Background: an optimization exercise with open tools, aiming at a short achievable clock period and few clock cycles. Do not read the settings as production practice.
RTL that was checked went through simulation tests only; none was proved equivalent to the original.
No activity file was given, so power comes from the tool's default toggle rates.

## tundra
==> flow/design.v <==
package rv_pkg;
    localparam int XLEN      = 32;
    localparam int REG_COUNT = 32;
    localparam int REG_AW    = 5;
    localparam int APB_AW    = 12;
    localparam int ALU_OPW   = 4;
    typedef logic [XLEN-1:0]    word_t;
    typedef logic [REG_AW-1:0]  reg_addr_t;
    typedef logic [ALU_OPW-1:0] alu_op_t;
    typedef logic [APB_AW-1:0]  apb_addr_t;
    typedef enum logic [1:0] {
        IDLE,
        DECODE,
        EXECUTE,
        WRITEBACK
    } state_t;
    localparam logic [6:0] OPC_LUI    = 7'b0110111;
    localparam logic [6:0] OPC_AUIPC  = 7'b0010111;
    localparam logic [6:0] OPC_JAL    = 7'b1101111;
    localparam logic [6:0] OPC_JALR   = 7'b1100111;
    localparam logic [6:0] OPC_BRANCH = 7'b1100011;
    localparam logic [6:0] OPC_OP_IMM = 7'b0010011;
    localparam logic [6:0] OPC_OP     = 7'b0110011;
    localparam logic [2:0] F3_ADD_SUB = 3'b000;
    localparam logic [2:0] F3_SLL     = 3'b001;
    localparam logic [2:0] F3_SLT     = 3'b010;
    localparam logic [2:0] F3_SLTU    = 3'b011;
    localparam logic [2:0] F3_XOR     = 3'b100;
    localparam logic [2:0] F3_SRL_SRA = 3'b101;
    localparam logic [2:0] F3_OR      = 3'b110;
    localparam logic [2:0] F3_AND     = 3'b111;
    localparam logic [2:0] F3_BEQ  = 3'b000;
    localparam logic [2:0] F3_BNE  = 3'b001;
    localparam logic [2:0] F3_BLT  = 3'b100;
    localparam logic [2:0] F3_BGE  = 3'b101;
    localparam logic [2:0] F3_BLTU = 3'b110;
    localparam logic [2:0] F3_BGEU = 3'b111;
    localparam logic [6:0] F7_BASE = 7'b0000000;
    localparam logic [6:0] F7_ALT  = 7'b0100000;  
    localparam alu_op_t ALU_ADD    = 4'd0;
    localparam alu_op_t ALU_SUB    = 4'd1;
    localparam alu_op_t ALU_SLT    = 4'd2;
    localparam alu_op_t ALU_SLTU   = 4'd3;
    localparam alu_op_t ALU_AND    = 4'd4;
    localparam alu_op_t ALU_OR     = 4'd5;
    localparam alu_op_t ALU_XOR    = 4'd6;
    localparam alu_op_t ALU_SLL    = 4'd7;
    localparam alu_op_t ALU_SRL    = 4'd8;
    localparam alu_op_t ALU_SRA    = 4'd9;
    localparam alu_op_t ALU_PASS_B = 4'd10;  
    localparam apb_addr_t REG_BASE   = 12'h000;
    localparam apb_addr_t PC_ADDR    = 12'h080;
    localparam apb_addr_t INSTR_ADDR = 12'h084;
    localparam word_t RESET_PC = 32'h0000_0000;
endpackage
`timescale 1ns/1ps
module rv_slice_top (
    input  logic        clk,
    input  logic        rst_n,
    input  logic [11:0] paddr,
    input  logic        psel,
    input  logic        penable,
    input  logic        pwrite,
    input  logic [31:0] pwdata,
    output logic [31:0] prdata,
    output logic        pready,
    output logic        pslverr
);
    logic [31:0] regs [1:31];
    logic [31:0] pc;
    logic        pcu_v, pcu_take;
    logic [31:0] pcu_tgt, pcu_p4, pc_nx;
    assign pc_nx = pcu_v ? (pcu_take ? pcu_tgt : pcu_p4) : pc;
    logic [31:0] wb_d;
    logic [31:1] wb_we;
    logic [31:0] regs_nx [1:31];
    always_comb
        for (int i = 1; i < 32; i++) regs_nx[i] = wb_we[i] ? wb_d : regs[i];
    logic [31:0] ins;
    logic [31:0] rs1_v, rs2_v, rdp_v;
    logic [6:0]  opc;
    logic [2:0]  f3;
    logic [6:0]  f7;
    logic        d_lui, d_auipc, d_jal, d_jalr, d_br, d_opi, d_op, d_legal, d_alu;
    logic        is_instr, read_ok;
    assign ins = pwdata;
    assign opc = ins[6:0];
    assign f3  = ins[14:12];
    assign f7  = ins[31:25];
    logic [32*32-1:0] rf_flat;    
    logic [32*32-1:0] rf_flat_p;  
    always_comb begin
        rf_flat[31:0] = 32'd0;
        for (int i = 1; i < 32; i++) rf_flat[32*i +: 32] = regs_nx[i];
        rf_flat_p = rf_flat;
        rf_flat_p[31:0] = {32{paddr[7]}} & pc_nx;
    end
    assign rs1_v = rf_flat[32*ins[19:15] +: 32];
    assign rs2_v = rf_flat[32*ins[24:20] +: 32];
    assign rdp_v = rf_flat_p[32*paddr[6:2] +: 32];
    assign d_lui   = opc == 7'b0110111;
    assign d_auipc = opc == 7'b0010111;
    assign d_jal   = opc == 7'b1101111;
    assign d_jalr  = opc == 7'b1100111 && f3 == 3'b000;
    assign d_br    = opc == 7'b1100011 && f3[2:1] != 2'b01;
    assign d_opi   = opc == 7'b0010011 &&
                     (f3 == 3'b001 ? f7 == 7'h00 :
                      f3 == 3'b101 ? (f7 == 7'h00 || f7 == 7'h20) : 1'b1);
    assign d_op    = opc == 7'b0110011 &&
                     (f7 == 7'h00 || (f7 == 7'h20 && (f3 == 3'b000 || f3 == 3'b101)));
    logic f7_base, f7_zero, opc11;
    assign f7_base = ~f7[6] & ~|f7[4:0];
    assign f7_zero = f7_base & ~f7[5];
    assign opc11   = opc[1] & opc[0];
    assign d_legal = opc11 & (
          (~opc[6] &  opc[4] & ~opc[3] & opc[2])                           
        | ( opc[6] &  opc[5] & ~opc[4] & opc[3] & opc[2])                  
        | ( opc[6] &  opc[5] & ~opc[4] & ~opc[3] & opc[2] & ~|f3)          
        | ( opc[6] &  opc[5] & ~opc[4] & ~opc[3] & ~opc[2] & (f3[2] | ~f3[1]))    
        | (~opc[6] & ~opc[5] &  opc[4] & ~opc[3] & ~opc[2] &
           (f3[1] | ~f3[0] | (f3[2] ? f7_base : f7_zero)))                 
        | (~opc[6] &  opc[5] &  opc[4] & ~opc[3] & ~opc[2] &
           f7_base & (~f7[5] | (f3[1:0] == 2'b00 & ~f3[2]) | (f3 == 3'b101))));  
    assign is_instr = paddr == 12'h084;
    assign read_ok  = (paddr[11:7] == 5'd0 && paddr[1:0] == 2'b00) || paddr == 12'h080;
    logic c_alu, c_br;
    assign c_alu = opc[4] & ~opc[2];             
    assign c_br  = opc[6] & ~opc[2];             
    logic [31:0] op_a, op_b, imm;
    logic [31:1] wsel;
    logic        s_add, s_sub, s_sll, s_slt, s_sltu, s_xor, s_srl, s_sra, s_or, s_and;
    logic        s_lui, s_auipc, s_link, s_jalr;
    logic        t_jal, t_beq, t_bne, t_blt, t_bge, t_bltu, t_bgeu;
    logic        exec, xfer_q, legal_q;
    logic        err_q, rdy_q;
    logic [31:0] rdata_q;
    always_ff @(posedge clk) begin
        op_a  <= rs1_v;
        op_b  <= (opc[5] & ~opc[2]) ? rs2_v : {{20{ins[31]}}, ins[31:20]};
        imm   <= opc[2] ? (opc[3] ? {{12{ins[31]}}, ins[19:12], ins[20], ins[30:21], 1'b0}
                                  : {ins[31:12], 12'b0})
                        : {{20{ins[31]}}, ins[7], ins[30:25], ins[11:8], 1'b0};
        for (int i = 1; i < 32; i++)
            wsel[i] <= ins[11:7] == i[4:0] && !c_br;
        s_add   <= c_alu & (f3 == 3'b000) & ~(opc[5] & ins[30]);
        s_sub   <= c_alu & (f3 == 3'b000) &  (opc[5] & ins[30]);
        s_sll   <= c_alu & (f3 == 3'b001);
        s_slt   <= c_alu & (f3 == 3'b010);
        s_sltu  <= c_alu & (f3 == 3'b011);
        s_xor   <= c_alu & (f3 == 3'b100);
        s_srl   <= c_alu & (f3 == 3'b101) & ~ins[30];
        s_sra   <= c_alu & (f3 == 3'b101) &  ins[30];
        s_or    <= c_alu & (f3 == 3'b110);
        s_and   <= c_alu & (f3 == 3'b111);
        s_lui   <= d_lui;
        s_auipc <= d_auipc;
        s_link  <= d_jal | d_jalr;
        s_jalr  <= d_jalr;
        t_jal   <= d_jal;
        t_beq   <= c_br & (f3 == 3'b000);
        t_bne   <= c_br & (f3 == 3'b001);
        t_blt   <= c_br & (f3 == 3'b100);
        t_bge   <= c_br & (f3 == 3'b101);
        t_bltu  <= c_br & (f3 == 3'b110);
        t_bgeu  <= c_br & (f3 == 3'b111);
        rdata_q <= rdp_v;
    end
    always_ff @(posedge clk or negedge rst_n) begin
        if (!rst_n) begin
            xfer_q  <= 1'b0;
            legal_q <= 1'b0;
            err_q <= 1'b0;
            rdy_q <= 1'b0;
        end else begin
            xfer_q  <= psel & ~penable & pwrite & is_instr;
            legal_q <= d_legal;
            err_q <= pwrite ? ~(is_instr & d_legal) : ~read_ok;
            rdy_q <= 1'b1;
        end
    end
    assign exec    = xfer_q & legal_q;
    assign prdata  = rdata_q;
    assign pslverr = err_q;
    assign pready  = rdy_q;
    logic [31:0] sum, diff, pc4, tgt, shl, shr, rd_data;
    logic        lt_s, lt_u, eq, taken;
    assign sum  = op_a + op_b;
    assign diff = op_a - op_b;
    assign lt_u = op_a < op_b;
    assign lt_s = $signed(op_a) < $signed(op_b);
    assign eq   = op_a == op_b;
    assign shl = op_a << op_b[4:0];
    assign shr = 32'($signed({s_sra & op_a[31], op_a}) >>> op_b[4:0]);
    assign pc4 = pc + 32'd4;
    assign tgt = pc + imm;
    assign rd_data = ({32{s_add}}   & sum)
                   | ({32{s_sub}}   & diff)
                   | ({32{s_sll}}   & shl)
                   | ({32{s_srl | s_sra}} & shr)
                   | ({32{s_xor}}   & (op_a ^ op_b))
                   | ({32{s_or}}    & (op_a | op_b))
                   | ({32{s_and}}   & (op_a & op_b))
                   | {31'd0, (s_slt & lt_s) | (s_sltu & lt_u)}
                   | ({32{s_lui}}   & imm)
                   | ({32{s_auipc}} & tgt)
                   | ({32{s_link}}  & pc4);
    assign taken = t_jal | (t_beq & eq) | (t_bne & ~eq) | (t_blt & lt_s) | (t_bge & ~lt_s)
                 | (t_bltu & lt_u) | (t_bgeu & ~lt_u);
    always_ff @(posedge clk or negedge rst_n) begin
        if (!rst_n) begin
            pc    <= 32'd0;
            pcu_v <= 1'b0;
            wb_we <= '0;
        end else begin
            pc    <= pc_nx;
            pcu_v <= exec;
            wb_we <= exec ? wsel : '0;
        end
    end
    always_ff @(posedge clk) begin
        wb_d     <= rd_data;
        pcu_take <= taken | s_jalr;
        pcu_tgt  <= s_jalr ? {sum[31:1], 1'b0} : tgt;
        pcu_p4   <= pc4;
    end
    always_ff @(posedge clk or negedge rst_n) begin
        if (!rst_n) begin
            for (int i = 1; i < 32; i++) regs[i] <= 32'd0;
        end else begin
            for (int i = 1; i < 32; i++)
                if (wb_we[i]) regs[i] <= wb_d;
        end
    end
endmodule
clock: 12.0 ns
lec_check: 0
abc_clock_period_in_ps: 1500
cap_margin: 20
core_margin: 2
core_utilization: 36
cts_cluster_diameter: 100
cts_cluster_size: 16
place_density: 0.45
setup_slack_margin: 5
slew_margin: 20
standard.sh (not shown) runs the stock make flow with config.mk's settings and CLKGATE_MAP_FILE= SYNTH_SCRIPT=/design/flow/synth_recipe.tcl, a recipe that flattens the netlist after the stock synthesis.
==> flow/flow/run.sh <==
#!/bin/bash
# Standard ORFS layout (the standard.sh, standard synthesis), with the
# timing repair steps asked to reach a larger setup margin than the flow
# settings allow, so that repair keeps sizing the design for speed.
set -euo pipefail
cd "$(dirname "$0")/.."
MARGIN=$(cat flow/margin.txt)
bash standard.sh SETUP_SLACK_MARGIN="$MARGIN" finish > flow_make.log 2>&1
==> flow/flow/margin.txt <==
8.6
Testbench counts of tundra, summed over its fixed seeds: cycles 48,000.
Changes in ember relative to tundra:
--- a/flow/design.v
+++ b/flow/design.v
@@ -84,23 +84,27 @@
     logic        d_lui, d_auipc, d_jal, d_jalr, d_br, d_opi, d_op, d_legal, d_alu;
     logic        is_instr, read_ok;
     assign ins = pwdata;
     assign opc = ins[6:0];
     assign f3  = ins[14:12];
     assign f7  = ins[31:25];
+    logic [4:0]       ra1;
+    logic [31:0]      ra1_v;
     logic [32*32-1:0] rf_flat;    
-    logic [32*32-1:0] rf_flat_p;  
+    logic [32*32-1:0] rf_flat_1;
+    assign ra1 = pwrite ? ins[19:15] : paddr[6:2];
     always_comb begin
         rf_flat[31:0] = 32'd0;
         for (int i = 1; i < 32; i++) rf_flat[32*i +: 32] = regs_nx[i];
-        rf_flat_p = rf_flat;
-        rf_flat_p[31:0] = {32{paddr[7]}} & pc_nx;
-    end
-    assign rs1_v = rf_flat[32*ins[19:15] +: 32];
+        rf_flat_1 = rf_flat;
+        rf_flat_1[31:0] = {32{paddr[7] & ~pwrite}} & pc_nx;
+    end
+    assign ra1_v = rf_flat_1[32*ra1 +: 32];
+    assign rs1_v = ra1_v;
+    assign rdp_v = ra1_v;
     assign rs2_v = rf_flat[32*ins[24:20] +: 32];
-    assign rdp_v = rf_flat_p[32*paddr[6:2] +: 32];
     assign d_lui   = opc == 7'b0110111;
     assign d_auipc = opc == 7'b0010111;
     assign d_jal   = opc == 7'b1101111;
     assign d_jalr  = opc == 7'b1100111 && f3 == 3'b000;
     assign d_br    = opc == 7'b1100011 && f3[2:1] != 2'b01;
     assign d_opi   = opc == 7'b0010011 &&
==> summary.txt <==
- ember vs tundra: buffer count from post-CTS setup fixing up in ember
- ember — power share of the combinational group 10 points higher, tundra as reference
- Worst-case clock buffer depth: ember vs tundra identical
- ember vs tundra: period utilization up in ember
- Delta (ember minus tundra): power rose about 11%, worst-margin pin slew has decreased, width of the die moved down, post-synthesis simple-gate area fraction rose by 5.5 points.
- ember vs tundra, layout overhead on the synthesized area went up by 7.9 points.
For ember, only the layout was checked, not whether the RTL still works.

==> port drivers added, routing unchanged <==
No port has a modelled driver above. Below, the same layouts with a new extraction and two added sets of constraints.
Step 1, drivers: a clkbuf_16 drives clk and a buf_2 each remaining input, both assumed.
Step 2 times the ports against the registers' clock, not the clock port: input delays grow and output delays shrink by t, the midpoint of the rising clock arrivals with the driver on.
Three values: ideal ports, drivers, drivers and shift; two values: the first two.
| run | t, ns | setup WS [ns] | worst hold slack (ns) | worst setup path at the end | cell pins on the clock port's net |
|---|---|---|---|---|---|
| tundra | 0.887 | 8.233 / 7.992 / 7.105 | 0.470 / 0.470 / 0.470 | input to register | 1 |
| ember | 0.883 | 8.096 / 7.964 / 7.081 | 0.463 / 0.463 / 0.463 | input to register | 1 |
After both steps every run listed still meets setup and hold. The setup slack of tundra, which loses most, moves by -0.241 ns with the drivers and by -1.128 ns with both steps.
